From an optimization exercise on the open Yosys and OpenROAD flow, aimed at small area, a short achievable clock period and few clock cycles per item; shortcuts taken in it are not production practice. Power and IR drop assume default switching activity.

oak:
==> flow/design.v <==
package sat_pkg;
    localparam int SEGMENTS   = 16;
    localparam int DATA_W     = 16;
    localparam int ID_W       = 8;
    localparam int SLOT_W     = 4;
    localparam logic [DATA_W-1:0] MAX_SEG_RESET = 16'd64;
    localparam logic [16:0] DIV_REGPOS = 17'b1_1010_1010_1010_1000;
endpackage
module sat_div_step #(
    parameter int STEP = 0
) (
    input  logic [15:0] i_rem,
    input  logic [15:0] i_quo,
    input  logic [15:0] i_div,
    input  logic        i_hz,
    input  logic        i_load,
    input  logic        i_xbit,
    output logic [15:0] o_rem,
    output logic [15:0] o_quo
);
    localparam int W = STEP + 1;
    logic [W-1:0] t, d, g, p, gg, pp, bor;
    logic         ge;
    always_comb begin
        if (STEP == 0) t = i_quo[15];
        else           t = {i_rem[W-2:0], i_quo[15]};
        d = i_div[W-1:0];
        g = ~t & d;
        p = ~(t ^ d);
        gg = g;
        pp = p;
        for (int s = 1; s < W; s = s * 2) begin
            for (int i = W - 1; i >= s; i--) begin
                gg[i] = gg[i] | (pp[i] & gg[i-s]);
                pp[i] = pp[i] & pp[i-s];
            end
        end
        bor = '0;
        for (int i = 1; i < W; i++) bor[i] = gg[i-1];
        ge = i_hz && !gg[W-1] && !i_load;
        o_rem = '0;
        o_rem[W-1:0] = t ^ ({W{ge}} & (d ^ bor));
    end
    assign o_quo = {i_quo[14:0], i_load ? i_xbit : ge};
endmodule
module sat_match (
    input  logic [15:0]  i_key,
    input  logic [15:0]  i_live,
    input  logic [127:0] i_ids,
    output logic         o_hit,
    output logic [15:0]  o_sel
);
    logic [15:0] m;
    logic [15:0] below;
    always_comb begin
        for (int i = 0; i < 16; i++)
            m[i] = i_live[i] && (i_key[15:8] == 8'd0) && (i_key[7:0] == i_ids[i*8 +: 8]);
        below[0] = 1'b0;
        for (int i = 1; i < 16; i++) below[i] = below[i-1] | m[i-1];
        o_sel = m & ~below;
        o_hit = |m;
    end
endmodule
module segment_address_translation_core (
    input  logic                         i_clk,
    input  logic                         i_rst_n,
    input  logic                         i_cfg_valid,
    output logic                         o_cfg_ready,
    input  logic [sat_pkg::DATA_W-1:0]   i_cfg_data,
    input  logic                         i_valid,
    output logic                         o_ready,
    input  logic                         i_action,
    input  logic [sat_pkg::DATA_W-1:0]   i_logical_address,
    input  logic [sat_pkg::DATA_W-1:0]   i_byte_count,
    input  logic [sat_pkg::SLOT_W-1:0]   i_entry_slot,
    input  logic [sat_pkg::ID_W-1:0]     i_entry_id,
    input  logic [sat_pkg::DATA_W-1:0]   i_entry_base,
    input  logic [sat_pkg::DATA_W-1:0]   i_entry_size,
    input  logic                         i_entry_valid,
    output logic                         o_valid,
    input  logic                         i_ready,
    output logic [sat_pkg::DATA_W-1:0]   o_physical_address,
    output logic                         o_fault,
    output logic [sat_pkg::DATA_W-1:0]   o_segment_number,
    output logic [sat_pkg::DATA_W-1:0]   o_offset
);
    localparam logic [16:0] RP = sat_pkg::DIV_REGPOS;
    logic        adv;
    logic        in_fire;
    logic        div_busy;
    logic [15:0] r_max_seg;
    logic [15:0] r_div;
    logic        r_dpend;
    logic [16:1] r_hz;
    logic [16:0] hz;
    logic        r_out_valid;
    logic [15:0] r_out_phys;
    logic        r_out_fault;
    logic [15:0] r_out_seg;
    logic [15:0] r_out_off;
    assign adv         = !r_out_valid || i_ready;
    assign o_ready     = adv && !r_dpend;
    assign o_cfg_ready = 1'b1;
    assign in_fire     = i_valid && o_ready;
    always_ff @(posedge i_clk) begin
        if (!i_rst_n) begin
            r_max_seg <= sat_pkg::MAX_SEG_RESET;
            r_div     <= sat_pkg::MAX_SEG_RESET;
            r_hz      <= hz_of(sat_pkg::MAX_SEG_RESET);
            r_dpend   <= 1'b0;
        end else if (i_cfg_valid) begin
            r_max_seg <= i_cfg_data;
            if (!div_busy && !in_fire) begin
                r_div   <= i_cfg_data;
                r_hz    <= hz_of(i_cfg_data);
                r_dpend <= 1'b0;
            end else begin
                r_dpend <= 1'b1;
            end
        end else if (r_dpend && !div_busy) begin
            r_div   <= r_max_seg;
            r_hz    <= hz_of(r_max_seg);
            r_dpend <= 1'b0;
        end
    end
    function automatic logic [16:1] hz_of(input logic [15:0] d);
        for (int k = 1; k <= 16; k++) hz_of[k] = ((d >> k) == 16'd0);
    endfunction
    assign hz = {r_hz, 1'b0};
    logic [16:0]    nv, nld;
    logic [17*16-1:0] nR, nQ, nC;
    logic [17*13-1:0] nX;
    logic [16:0]    busy_at;
    for (genvar p = 0; p <= 16; p++) begin : g_node
        logic        sv, sld;
        logic [15:0] sR, sQ, sC;
        logic [12:0] sX;
        if (p == 0) begin : g_src_in
            assign sv  = in_fire;
            assign sld = !i_action;
            assign sR  = '0;
            assign sQ  = i_action ? i_logical_address : i_entry_base;
            assign sC  = i_action ? i_byte_count : i_entry_size;
            assign sX  = {i_entry_slot, i_entry_valid, i_entry_id};
        end else begin : g_src_step
            sat_div_step #(.STEP(p - 1)) u_step (
                .i_rem   (nR[(p-1)*16 +: 16]),
                .i_quo   (nQ[(p-1)*16 +: 16]),
                .i_div   (r_div),
                .i_hz    (hz[p]),
                .i_load  (nld[p-1]),
                .i_xbit  (nX[(p-1)*13 + 12]),
                .o_rem   (sR),
                .o_quo   (sQ)
            );
            assign sv  = nv[p-1];
            assign sld = nld[p-1];
            assign sC  = nC[(p-1)*16 +: 16];
            assign sX  = {nX[(p-1)*13 +: 12], 1'b0};
        end
        if (RP[p]) begin : g_reg
            logic        r_v, r_ld;
            logic [15:0] r_R, r_Q, r_C;
            logic [12:0] r_X;
            always_ff @(posedge i_clk) begin
                if (!i_rst_n)  r_v <= 1'b0;
                else if (adv)  r_v <= sv;
            end
            always_ff @(posedge i_clk) begin
                if (adv) begin
                    r_ld <= sld;
                    r_R  <= sR;
                    r_Q  <= sQ;
                    r_C  <= sC;
                    r_X  <= sX;
                end
            end
            assign nv[p]            = r_v;
            assign nld[p]           = r_ld;
            assign nR[p*16 +: 16]   = r_R;
            assign nQ[p*16 +: 16]   = r_Q;
            assign nC[p*16 +: 16]   = r_C;
            assign nX[p*13 +: 13]   = r_X;
            assign busy_at[p]       = (p < 16) && r_v && !r_ld;
        end else begin : g_wire
            assign nv[p]            = sv;
            assign nld[p]           = sld;
            assign nR[p*16 +: 16]   = sR;
            assign nQ[p*16 +: 16]   = sQ;
            assign nC[p*16 +: 16]   = sC;
            assign nX[p*13 +: 13]   = sX;
            assign busy_at[p]       = 1'b0;
        end
    end
    assign div_busy = |busy_at;
    logic        m_v, m_ld;
    logic [15:0] m_q, m_r, m_c;
    logic [12:0] m_x;
    logic        m_hit;
    logic [15:0] m_sel;
    logic [16:0] m_sum;
    assign m_v  = nv[16];
    assign m_ld = nld[16];
    assign m_q  = nQ[16*16 +: 16];
    assign m_r  = nR[16*16 +: 16];
    assign m_c  = nC[16*16 +: 16];
    assign m_x  = m_q[15:3];
    logic [15:0]  t_live;
    logic [127:0] t_ids;
    logic [15:0]  t_base [16];
    logic [15:0]  t_size [16];
    sat_match u_match (
        .i_key  (m_q),
        .i_live (t_live),
        .i_ids  (t_ids),
        .o_hit  (m_hit),
        .o_sel  (m_sel)
    );
    assign m_sum = {1'b0, m_r} + {1'b0, m_c};
    logic        t_we;
    logic [3:0]  t_slot;
    assign t_we   = adv && m_v && m_ld;
    assign t_slot = m_x[12:9];
    always_ff @(posedge i_clk) begin
        if (!i_rst_n) begin
            t_live <= '0;
        end else if (t_we) begin
            t_live[t_slot] <= m_x[8];
        end
    end
    always_ff @(posedge i_clk) begin
        if (t_we) begin
            t_ids[t_slot*8 +: 8] <= m_x[7:0];
            t_base[t_slot]       <= m_r;
            t_size[t_slot]       <= m_c;
        end
    end
    logic        f_v, f_ld, f_hit;
    logic [15:0] f_sel;
    logic [15:0] f_q, f_r;
    logic [16:0] f_sum;
    always_ff @(posedge i_clk) begin
        if (!i_rst_n)  f_v <= 1'b0;
        else if (adv)  f_v <= m_v;
    end
    always_ff @(posedge i_clk) begin
        if (adv) begin
            f_ld  <= m_ld;
            f_hit <= m_hit;
            f_sel <= m_sel;
            f_q   <= m_q;
            f_r   <= m_r;
            f_sum <= m_sum;
        end
    end
    logic [15:0] f_base, f_size, f_phys;
    logic        f_fault;
    always_comb begin
        f_base = '0;
        f_size = '0;
        for (int i = 0; i < 16; i++) begin
            f_base = f_base | ({16{f_sel[i]}} & t_base[i]);
            f_size = f_size | ({16{f_sel[i]}} & t_size[i]);
        end
    end
    assign f_phys  = f_base + f_r;
    assign f_fault = !f_hit || (f_sum > {1'b0, f_size});
    always_ff @(posedge i_clk) begin
        if (!i_rst_n)  r_out_valid <= 1'b0;
        else if (adv)  r_out_valid <= f_v;
    end
    always_ff @(posedge i_clk) begin
        if (adv) begin
            r_out_phys  <= (f_ld || f_fault) ? '0 : f_phys;
            r_out_fault <= !f_ld && f_fault;
            r_out_seg   <= f_ld ? '0 : f_q;
            r_out_off   <= f_ld ? '0 : f_r;
        end
    end
    assign o_valid            = r_out_valid;
    assign o_physical_address = r_out_phys;
    assign o_fault            = r_out_fault;
    assign o_segment_number   = r_out_seg;
    assign o_offset           = r_out_off;
endmodule
clock: 5.0 ns
lec_check: 0
cap_margin: 20
core_margin: 2
core_utilization: 40
slew_margin: 20
run.sh (not shown) runs the stock make flow with config.mk's settings and CLKGATE_MAP_FILE= SYNTH_SCRIPT=/design/flow/synth_recipe.tcl, a recipe that flattens the netlist after the stock synthesis.
#### Input delta (pine over oak)
--- a/flow/design.v
+++ b/flow/design.v
@@ -3,9 +3,10 @@
     localparam int DATA_W     = 16;
     localparam int ID_W       = 8;
     localparam int SLOT_W     = 4;
     localparam logic [DATA_W-1:0] MAX_SEG_RESET = 16'd64;
-    localparam logic [16:0] DIV_REGPOS = 17'b1_1010_1010_1010_1000;
+    localparam logic [16:0] DIV_REGPOS = 17'b0_1111_1111_1111_1000;
+    localparam logic [16:0] DIV_COPYPOS = 17'b0_1010_1010_1010_1000;
 endpackage
 module sat_div_step #(
     parameter int STEP = 0
 ) (
@@ -84,16 +85,15 @@
     output logic [sat_pkg::DATA_W-1:0]   o_segment_number,
     output logic [sat_pkg::DATA_W-1:0]   o_offset
 );
     localparam logic [16:0] RP = sat_pkg::DIV_REGPOS;
+    localparam logic [16:0] CP = sat_pkg::DIV_COPYPOS;
     logic        adv;
     logic        in_fire;
     logic        div_busy;
     logic [15:0] r_max_seg;
     logic [15:0] r_div;
     logic        r_dpend;
-    logic [16:1] r_hz;
-    logic [16:0] hz;
     logic        r_out_valid;
     logic [15:0] r_out_phys;
     logic        r_out_fault;
     logic [15:0] r_out_seg;
@@ -105,33 +105,27 @@
     always_ff @(posedge i_clk) begin
         if (!i_rst_n) begin
             r_max_seg <= sat_pkg::MAX_SEG_RESET;
             r_div     <= sat_pkg::MAX_SEG_RESET;
-            r_hz      <= hz_of(sat_pkg::MAX_SEG_RESET);
             r_dpend   <= 1'b0;
         end else if (i_cfg_valid) begin
             r_max_seg <= i_cfg_data;
             if (!div_busy && !in_fire) begin
                 r_div   <= i_cfg_data;
-                r_hz    <= hz_of(i_cfg_data);
                 r_dpend <= 1'b0;
             end else begin
                 r_dpend <= 1'b1;
             end
         end else if (r_dpend && !div_busy) begin
             r_div   <= r_max_seg;
-            r_hz    <= hz_of(r_max_seg);
             r_dpend <= 1'b0;
         end
     end
-    function automatic logic [16:1] hz_of(input logic [15:0] d);
-        for (int k = 1; k <= 16; k++) hz_of[k] = ((d >> k) == 16'd0);
-    endfunction
-    assign hz = {r_hz, 1'b0};
     logic [16:0]    nv, nld;
     logic [17*16-1:0] nR, nQ, nC;
     logic [17*13-1:0] nX;
     logic [16:0]    busy_at;
+    logic [17*16-1:0] nD;
     for (genvar p = 0; p <= 16; p++) begin : g_node
         logic        sv, sld;
         logic [15:0] sR, sQ, sC;
         logic [12:0] sX;
@@ -145,10 +139,10 @@
         end else begin : g_src_step
             sat_div_step #(.STEP(p - 1)) u_step (
                 .i_rem   (nR[(p-1)*16 +: 16]),
                 .i_quo   (nQ[(p-1)*16 +: 16]),
-                .i_div   (r_div),
-                .i_hz    (hz[p]),
+                .i_div   (nD[(p-1)*16 +: 16]),
+                .i_hz    (nD[(p-1)*16 +: 16] >> p == 16'd0),
                 .i_load  (nld[p-1]),
                 .i_xbit  (nX[(p-1)*13 + 12]),
                 .o_rem   (sR),
                 .o_quo   (sQ)
@@ -190,16 +184,24 @@
             assign nC[p*16 +: 16]   = sC;
             assign nX[p*13 +: 13]   = sX;
             assign busy_at[p]       = 1'b0;
         end
+        if (CP[p]) begin : g_dcopy
+            logic [15:0] r_dc;
+            always_ff @(posedge i_clk) r_dc <= nD[(p-1)*16 +: 16];
+            assign nD[p*16 +: 16] = r_dc;
+        end else if (p == 0) begin : g_d0
+            assign nD[p*16 +: 16] = r_div;
+        end else begin : g_dn
+            assign nD[p*16 +: 16] = nD[(p-1)*16 +: 16];
+        end
     end
     assign div_busy = |busy_at;
     logic        m_v, m_ld;
     logic [15:0] m_q, m_r, m_c;
     logic [12:0] m_x;
     logic        m_hit;
     logic [15:0] m_sel;
-    logic [16:0] m_sum;
     assign m_v  = nv[16];
     assign m_ld = nld[16];
     assign m_q  = nQ[16*16 +: 16];
     assign m_r  = nR[16*16 +: 16];
@@ -215,9 +217,8 @@
         .i_ids  (t_ids),
         .o_hit  (m_hit),
         .o_sel  (m_sel)
     );
-    assign m_sum = {1'b0, m_r} + {1'b0, m_c};
     logic        t_we;
     logic [3:0]  t_slot;
     assign t_we   = adv && m_v && m_ld;
     assign t_slot = m_x[12:9];
@@ -236,10 +237,9 @@
         end
     end
     logic        f_v, f_ld, f_hit;
     logic [15:0] f_sel;
-    logic [15:0] f_q, f_r;
-    logic [16:0] f_sum;
+    logic [15:0] f_q, f_r, f_c;
     always_ff @(posedge i_clk) begin
         if (!i_rst_n)  f_v <= 1'b0;
         else if (adv)  f_v <= m_v;
     end
@@ -249,9 +249,9 @@
             f_hit <= m_hit;
             f_sel <= m_sel;
             f_q   <= m_q;
             f_r   <= m_r;
-            f_sum <= m_sum;
+            f_c   <= m_c;
         end
     end
     logic [15:0] f_base, f_size, f_phys;
     logic        f_fault;
@@ -263,9 +263,9 @@
             f_size = f_size | ({16{f_sel[i]}} & t_size[i]);
         end
     end
     assign f_phys  = f_base + f_r;
-    assign f_fault = !f_hit || (f_sum > {1'b0, f_size});
+    assign f_fault = !f_hit || (({1'b0, f_r} + {1'b0, f_c}) > {1'b0, f_size});
     always_ff @(posedge i_clk) begin
         if (!i_rst_n)  r_out_valid <= 1'b0;
         else if (adv)  r_out_valid <= f_v;
     end
Number of antenna violations at the first check in global routing ended up 2 higher on pine than on oak.
Relative to oak, layout overhead on the synthesized area decreased by 0.40 points in pine.
[compare] base=oak new=pine: net count after synthesis now larger, synthesized area now larger, overall routing resource usage now smaller.
Lower proportion of power drawn by combinational gates goes to pine over oak.
Worst-margin pin slew, pine and oak: smaller value in pine
pine carries more flip-flops than oak.
Setup slack: pine less than oak
No functional check of the RTL was part of any run of this note.

==> port drivers added, routing unchanged <==
The flow's constraints put no driver on any port. The routed layouts listed below were extracted and timed again, unchanged, in two steps.
Step 1 sets driving cells, clkbuf_16 on the clock port and buf_2 on the other inputs (assumed; they add their load-dependent delay and slew).
Step 2 times the ports against the registers' clock, not the clock port: input delays grow and output delays shrink by t, the midpoint of the rising clock arrivals with the driver on.
a / b / c = ideal ports / drivers / drivers and shift; a / b = the first two.
run	t (ns)	setup slack, ns	latest minus earliest clock arrival (ns)	cell pins on the clock port's net
oak	0.812	0.385 / 0.385 / 0.385	0.031 / 0.030	1
pine	0.844	0.274 / 0.274 / 0.274	0.052 / 0.052	1
After both steps every run listed still meets setup and hold.
